Source: an optimization exercise on an open RTL-to-GDS flow (aim: small area, a short achievable clock period and few clock cycles per item). Production flows keep margins and buffers that such runs may drop. In this exercise RTL edits were held to simulation tests only and were not proved equivalent to the original. Power figures rest on the tool's default switching activity, not on a simulated workload.

$ cat flow/config.mk
export PLATFORM = sky130hd
export DESIGN_NAME = set_membership_table_top
export DESIGN_NICKNAME = set_membership_table_top
export VERILOG_FILES = /design/flow/design.v
export SDC_FILE = /design/flow/constraint.sdc
export NUM_CORES = 4
export LEC_CHECK = 0
export CAP_MARGIN = 20
export CORE_MARGIN = 2
export CORE_UTILIZATION = 40
export PLACE_DENSITY = 0.6
export SLEW_MARGIN = 20
$ cat flow/constraint.sdc
create_clock -name core_clock -period 3.4 [get_ports {clk}]
set_input_delay 0.6800 -clock core_clock [delete_from_list [all_inputs] [get_ports {clk}]]
set_output_delay 0.6800 -clock core_clock [all_outputs]
set_load 0.01 [all_outputs]
$ cat flow/design.v
package smt_pkg;
  localparam int CAPACITY = 16;
  localparam int KEY_BITS = 32;
  localparam int IDX_W = $clog2(CAPACITY);
  localparam int CNT_W = $clog2(CAPACITY + 1);
  localparam int COUNT_OUT_W = 5;
  localparam int REQ_W = 2;
  localparam int IN_DATA_W = ((KEY_BITS + 7) / 8) * 8;
  localparam int OUT_DATA_W = 8;
  localparam logic [REQ_W-1:0] REQ_LOOKUP = 2'd0;
  localparam logic [REQ_W-1:0] REQ_INSERT = 2'd1;
  localparam logic [REQ_W-1:0] REQ_REMOVE = 2'd2;
  typedef enum logic [1:0] {
    ST_IDLE,
    ST_MATCH,
    ST_UPDATE
  } state_t;
  typedef struct packed {
    logic load;
    logic match;
    logic commit;
  } cmd_t;
endpackage
module smt_ctrl (
  input  logic          clk,
  input  logic          rst_n,
  input  logic          in_tvalid,
  output logic          in_tready,
  input  logic          out_tvalid,
  input  logic          out_tready,
  output smt_pkg::cmd_t cmd
);
  logic       in_ready_r;
  logic [2:0] held_r, held_nxt;    
  logic       pop;
  assign cmd.load   = in_tvalid && in_ready_r;
  assign cmd.match  = 1'b0;
  assign cmd.commit = 1'b0;
  assign pop = out_tvalid && out_tready;
  always_comb begin
    held_nxt = held_r + {2'b0, cmd.load} - {2'b0, pop};
  end
  always_ff @(posedge clk) begin
    if (!rst_n) begin
      in_ready_r <= 1'b1;
      held_r     <= '0;
    end else begin
      in_ready_r <= held_nxt < 3'd4;
      held_r     <= held_nxt;
    end
  end
  assign in_tready = in_ready_r;
endmodule
module smt_dpath (
  input  logic                            clk,
  input  logic                            rst_n,
  input  smt_pkg::cmd_t                   cmd,
  input  logic                            out_tready,
  input  logic [smt_pkg::REQ_W-1:0]       req_in,
  input  logic [smt_pkg::KEY_BITS-1:0]    key_in,
  output logic                            out_tvalid,
  output logic                            was_present,
  output logic [smt_pkg::COUNT_OUT_W-1:0] entry_count,
  output logic                            dropped
);
  localparam int CAP   = smt_pkg::CAPACITY;
  localparam int RES_W = 1 + smt_pkg::COUNT_OUT_W + 1;
  localparam int QD    = 4;
  logic [smt_pkg::KEY_BITS-1:0] store_r [CAP];
  logic [CAP-1:0]               valid_r;
  logic [smt_pkg::CNT_W-1:0]    count_r, count_nxt;
  logic                         s1_valid_r;
  logic [smt_pkg::KEY_BITS-1:0] s1_key_r;
  logic [smt_pkg::REQ_W-1:0]    s1_req_r;
  logic [CAP-1:0]               s1_match;
  logic                         s1_same;
  logic                         s2_valid_r;
  logic [smt_pkg::KEY_BITS-1:0] s2_key_r;
  logic [smt_pkg::REQ_W-1:0]    s2_req_r;
  logic [CAP-1:0]               s2_match_r;
  logic                         s2_same_r;
  logic [CAP-1:0]               s2_wr_r;      
  logic [CAP-1:0]               match;
  logic [CAP-1:0]               free_first;
  logic [RES_W-1:0]             res;
  logic [RES_W-1:0]             q_r [QD];
  logic [QD-1:0]                q_occ_r;      
  logic                         push, pop;
  logic hit, full, is_ins, is_rem, do_ins, do_rem, drop;
  always_ff @(posedge clk) begin
    s1_key_r <= key_in;
    s1_req_r <= req_in;
  end
  always_comb begin
    for (int i = 0; i < CAP; i++) begin
      s1_match[i] = (store_r[i] == s1_key_r);
    end
  end
  assign s1_same = (s2_key_r == s1_key_r);
  always_ff @(posedge clk) begin
    s2_key_r   <= s1_key_r;
    s2_req_r   <= s1_req_r;
    s2_match_r <= s1_match;
    s2_same_r  <= s1_same;
    s2_wr_r    <= free_first;
  end
  always_ff @(posedge clk) begin
    if (!rst_n) begin
      s1_valid_r <= 1'b0;
      s2_valid_r <= 1'b0;
    end else begin
      s1_valid_r <= cmd.load;
      s2_valid_r <= s1_valid_r;
    end
  end
  always_comb begin
    for (int i = 0; i < CAP; i++) begin
      match[i] = valid_r[i] && (s2_wr_r[i] ? s2_same_r : s2_match_r[i]);
    end
  end
  always_comb begin
    for (int i = 0; i < CAP; i++) begin
      free_first[i] = !valid_r[i] && ((valid_r & ~({CAP{1'b1}} << i)) == ~({CAP{1'b1}} << i));
    end
  end
  assign hit    = |match;
  assign full   = count_r[smt_pkg::IDX_W];
  assign is_ins = (s2_req_r == smt_pkg::REQ_INSERT);
  assign is_rem = (s2_req_r == smt_pkg::REQ_REMOVE);
  assign do_ins = s2_valid_r && is_ins && !hit && !full;
  assign do_rem = s2_valid_r && is_rem && hit;
  assign drop   = is_ins && !hit && full;
  always_comb begin
    priority if (do_ins) begin
      count_nxt = count_r + 1'b1;
    end else if (do_rem) begin
      count_nxt = count_r - 1'b1;
    end else begin
      count_nxt = count_r;
    end
  end
  always_ff @(posedge clk) begin
    if (!rst_n) begin
      count_r <= '0;
      valid_r <= '0;
    end else begin
      count_r <= count_nxt;
      for (int i = 0; i < CAP; i++) begin
        if (do_ins && free_first[i]) begin
          valid_r[i] <= 1'b1;
        end else if (do_rem && match[i]) begin
          valid_r[i] <= 1'b0;
        end
      end
    end
  end
  always_ff @(posedge clk) begin
    for (int i = 0; i < CAP; i++) begin
      if (free_first[i]) begin
        store_r[i] <= s2_key_r;
      end
    end
  end
  assign res  = {drop, count_nxt, hit};
  assign push = s2_valid_r;
  assign pop  = q_occ_r[0] && out_tready;
  always_ff @(posedge clk) begin
    if (!rst_n) begin
      q_occ_r <= '0;
    end else begin
      for (int i = 0; i < QD; i++) begin
        if (pop) begin
          q_occ_r[i] <= (i + 1 < QD ? q_occ_r[(i + 1) % QD] : 1'b0) || (push && q_occ_r[i]);
        end else begin
          q_occ_r[i] <= q_occ_r[i] || (push && (i == 0 || q_occ_r[(i + QD - 1) % QD]));
        end
      end
    end
  end
  always_ff @(posedge clk) begin
    for (int i = 0; i < QD; i++) begin
      if (pop) begin
        if (i + 1 < QD && q_occ_r[(i + 1) % QD]) begin
          q_r[i] <= q_r[(i + 1) % QD];
        end else if (push && q_occ_r[i]) begin
          q_r[i] <= res;
        end
      end else if (push && !q_occ_r[i] && (i == 0 || q_occ_r[(i + QD - 1) % QD])) begin
        q_r[i] <= res;
      end
    end
  end
  assign out_tvalid  = q_occ_r[0];
  assign was_present = q_r[0][0];
  assign entry_count = q_r[0][smt_pkg::COUNT_OUT_W:1];
  assign dropped     = q_r[0][RES_W-1];
endmodule
module set_membership_table_top (
  input  logic                           clk,
  input  logic                           rst_n,
  input  logic                           in_tvalid,
  output logic                           in_tready,
  input  logic [smt_pkg::IN_DATA_W-1:0]  in_tdata,   
  input  logic [smt_pkg::REQ_W-1:0]      in_tuser,   
  output logic                           out_tvalid,
  input  logic                           out_tready,
  output logic [smt_pkg::OUT_DATA_W-1:0] out_tdata   
);
  smt_pkg::cmd_t                   cmd;
  logic                            was_present;
  logic [smt_pkg::COUNT_OUT_W-1:0] entry_count;
  logic                            dropped;
  smt_ctrl u_ctrl (
    .clk        (clk),
    .rst_n      (rst_n),
    .in_tvalid  (in_tvalid),
    .in_tready  (in_tready),
    .out_tvalid (out_tvalid),
    .out_tready (out_tready),
    .cmd        (cmd)
  );
  smt_dpath u_dpath (
    .clk         (clk),
    .rst_n       (rst_n),
    .cmd         (cmd),
    .out_tready  (out_tready),
    .req_in      (in_tuser),
    .key_in      (in_tdata[smt_pkg::KEY_BITS-1:0]),
    .out_tvalid  (out_tvalid),
    .was_present (was_present),
    .entry_count (entry_count),
    .dropped     (dropped)
  );
  assign out_tdata = {1'b0, dropped, entry_count, was_present};
endmodule
$ cat flow/run.sh
#!/bin/bash
# synth_recipe.tcl (not shown) runs the flow's synth.tcl, then flattens the netlist and writes it again
# the make line also repeats each setting of config.mk as NAME=value (left out here)
make -C /OpenROAD-flow-scripts/flow DESIGN_CONFIG=/design/flow/config.mk WORK_HOME=/design/flow/orfs CLKGATE_MAP_FILE= SYNTH_SCRIPT=/design/flow/synth_recipe.tcl finish
==> impl_metrics.yaml <==
logic_synthesis:
  synth_area_leader_cell: "edfxtp_1"
  synth_flop_cell: "edfxtp_1"
  avgSynthCellArea_um2: 15.39
  synth_seq_cells: 672
  syn_inst: 1731
  synth_edf_count: 540
  syn_nets: 1774
  async_reset_ff_frac: 0
  synth_cell_type_count: 54
  ys_seq_area_frac: 0.7080
  synth_top_area_share: 0.6088
  syn_area_um2: 26640
  yosysMostFrequentCell: "xor2_1"
  synth.top_cells.by_count: "xor2_1 (545), edfxtp_1 (540), nor4_1 (137)"
  ys_warn_count: 4
  synth_area_leaders: "edfxtp_1 (61%), xor2_1 (18%), dfxtp_1 (9.9%), nor4_1 (3.2%), clkbuf_1 (0.99%)"
power_and_ir_drop:
  sw_frac_of_total: 0.2199
  switching_power_mw: 3.969
  clkPwrFrac: 0.446
  power_density_nw_per_um2: 575.2
  seqPwrFrac: 0.505
  peakVddDrop_v: 0.0004541
  total_power_mw: 18.04
  leakagePower_nw: 11.01
  power.internal_mw: 14.08
  combPwrFrac: 0.049
sta:
  skew_ps: 33.28
  hold_viol_final: 0
  slew_headroom: 0.2686
  drv_slew: 0
  worst_pin_slew_ps: 1096
  fin_crit_ps: 2801
  grt_setup_unrepaired: "no"
  tns_ps: 0
  min_period_over_period: 0.8237
  setup_violations: 0
  fmax_mhz: 357.1
global_routing:
  overflow: 0
  grt_pass1_wl_um: 103800
  grt_pass1_vias: 14840
  grt.total_usage: 0.2138
  antenna_found_initial: 1
  grt_max_degree: 37
run_status:
  status: "timing/DRC/antenna clean"
critical_path:
  regToRegStartpoint: "u_dpath.s2_same_r$_DFF_P_"
  critPathLaunchType: "register"
  path_cells: "mux2_2 > a22oi_1 > nand4_1 > buf_4 > or3b_1 > nand3_1 > a31oi_1"
  cp_max_fo: 16
  required_ps: 3750
  crit_buf_inv: 1
  max_stage_delay_ps: 610
  cp.arrival_ps: 3150
  crit_family: "simple AND/OR/NAND/NOR gates"
  startpoint: "u_dpath.s2_same_r$_DFF_P_"
  cp-end-kind: "register"
  worstSetupPathType: "reg2reg"
  crit_slowest_cell: "or3b_1"
die:
  io_pins: 48
  core-area_um2: 65860
  initial_core_util: 0.4044
  die_h_um: 262.1
  rows: 94
  die_w_um: 262.1
  dieArea_um2: 68670
cts:
  root_buffer: "clkbuf_16"
  cts_tree: "yes"
  cts-resized-gates: 0
  clkTransAtPathRegs_ps: 60
  cts_sinks: 672
  hold_buffers: 0
  clk_latency_ps: 630
  max-clock-path-buffers: 3
  cts_made_buffers: 74
  post_cts_buffers: 0
  htree_levels: 3
route:
  vias_per_cell: 5.254
  firstDrtPassIters: 5
  drc_errors: 0
  vias: 14800
  routedWlPerCell_um: 25.75
  wl_um: 72510
  ant_nets: 0
  dr.first_iter.drc_count: 1550
cells_and_area:
  seq_area_um2: 18860
  design_area_um2: 31370
  drive_above_1_share: 0.1476
  fillCellCount: 5686
  areaGrowthSynthToFinish_pct: 17.76
  final_nets: 1932
  multi_input_area_um2: 7501
min_path:
  hold_path.class: "reg2reg"
  min_from: "u_dpath.s1_req_r[0]$_DFF_P_"
placement:
  dp_hpwl_um: 45660
  gp_congestion: 0.8215
  port_buffers: 46
  placed_area_um2: 28910
flow_run:
  cap_violations: 0
## area by class of cell
class,instances,area share
antenna,1,0.00007977
clock buffer,105,0.06761
clock inverter,33,0.01081
inverter,16,0.001915
multi-input combinational,963,0.2391
sequential,672,0.6012
tap,864,0.03446
timing repair buffer,162,0.04483
## through the flow
stage	utilization	hold WS [ps]	setup WS [ps]	instances
floorplan	-	309.6	69.11	1731
global placement	0.4389	313.9	424.1	2677
detailed placement	0.4389	312.1	460.2	2677
CTS	0.4762	326.3	592.4	2815
global route	0.4762	333.2	442.8	2815
finish	0.4763	325.3	599.3	2816
## layout by cell type (no fill, tap or decap), drive strengths merged, types with 40 or more instances in the layout
cell type / instances
nor4: 137
clkbuf: 105
dfxtp: 132
nand2: 46
xor2: 545
clkdlybuf4s50: 46
nand4: 40
edfxtp: 540
buf: 116
nor2: 61
## logic make-up after synthesis
family | synth area share
compound gates | 0.02029
buf+inv | 0.01470
other cells | 0.0001408
flops | 0.7080
simple gates | 0.06586
xor+xnor | 0.1799
mux | 0.008549
fa+ha+maj | 0.002631
## power by group through the flow
stage                     Combinational, mW  Sequential, mW  Clock [mW]
after detailed placement              0.892            9.28           0
after global routing                  0.960            9.11        8.53
after floorplan                       0.469            9.24           0
after global placement                0.889            9.28           0
final                                 0.893            9.11        8.05
after CTS                             0.898            9.11        8.19
## per-layer routing
metal  vias to the layer above  part of all wire  track usage
met5                         -                 0            0
met4                         0             0.027      0.06293
met3                       115             0.060      0.03791
met2                       475              0.49       0.3555
met1                      7610              0.43       0.2873
li1                       6595                 -            -
## state kept, by name, indices dropped and copies added, names as in the netlist, 3 cells and up
| signal | count |
|---|---|
| u_dpath.store_r | 512 |
| u_dpath.count_r | 5 |
| u_dpath.valid_r | 16 |
| u_dpath.q_r | 28 |
| u_ctrl.held_r | 3 |
| u_dpath.q_occ_r | 4 |
| u_dpath.s2_wr_r | 16 |
| u_dpath.s2_match_r | 16 |
| u_dpath.s1_key_r | 32 |
| u_dpath.s2_key_r | 32 |
## final timing paths
check,endpoint,slack [ps],cells past startpoint
worst max-delay path,u_dpath.q_r[1][2]$_DFFE_PP_,600,7
worst min register to register,u_dpath.s2_req_r[0]$_DFF_P_,330,0
worst max register to register,u_dpath.q_r[1][2]$_DFFE_PP_,600,7
worst min-delay path,u_dpath.s2_req_r[0]$_DFF_P_,330,0
Testbench counts, summed over its fixed seeds: cycles 12,024, items 12,000.

afterwards: timing with drivers on the ports:
No port has a modelled driver above. Below, the same layout with a new extraction and two added sets of constraints. Step 1 sets driving cells, clkbuf_16 on the clock port and buf_2 on the other inputs (assumed; they add their load-dependent delay and slew). Step 2 moves the port delays by t, midway between the first and last clock arrival at a register: inputs arrive t later, outputs are due t later. That takes back most of the time a late clock gives input paths. a / b / c = ideal / step 1 / step 2; a / b = the first two.
t (ns): 0.671
setup slack, ns: 0.599 / 0.599 / 0.447
worst setup path at the end: input to register
latest minus earliest clock arrival (ns): 0.033 / 0.033
worst data-port slew with drivers (ns): 0.04
After both steps setup and hold are still met in this run. The setup slack of this run moves by 0.000 ns with the drivers and by -0.152 ns with both steps.
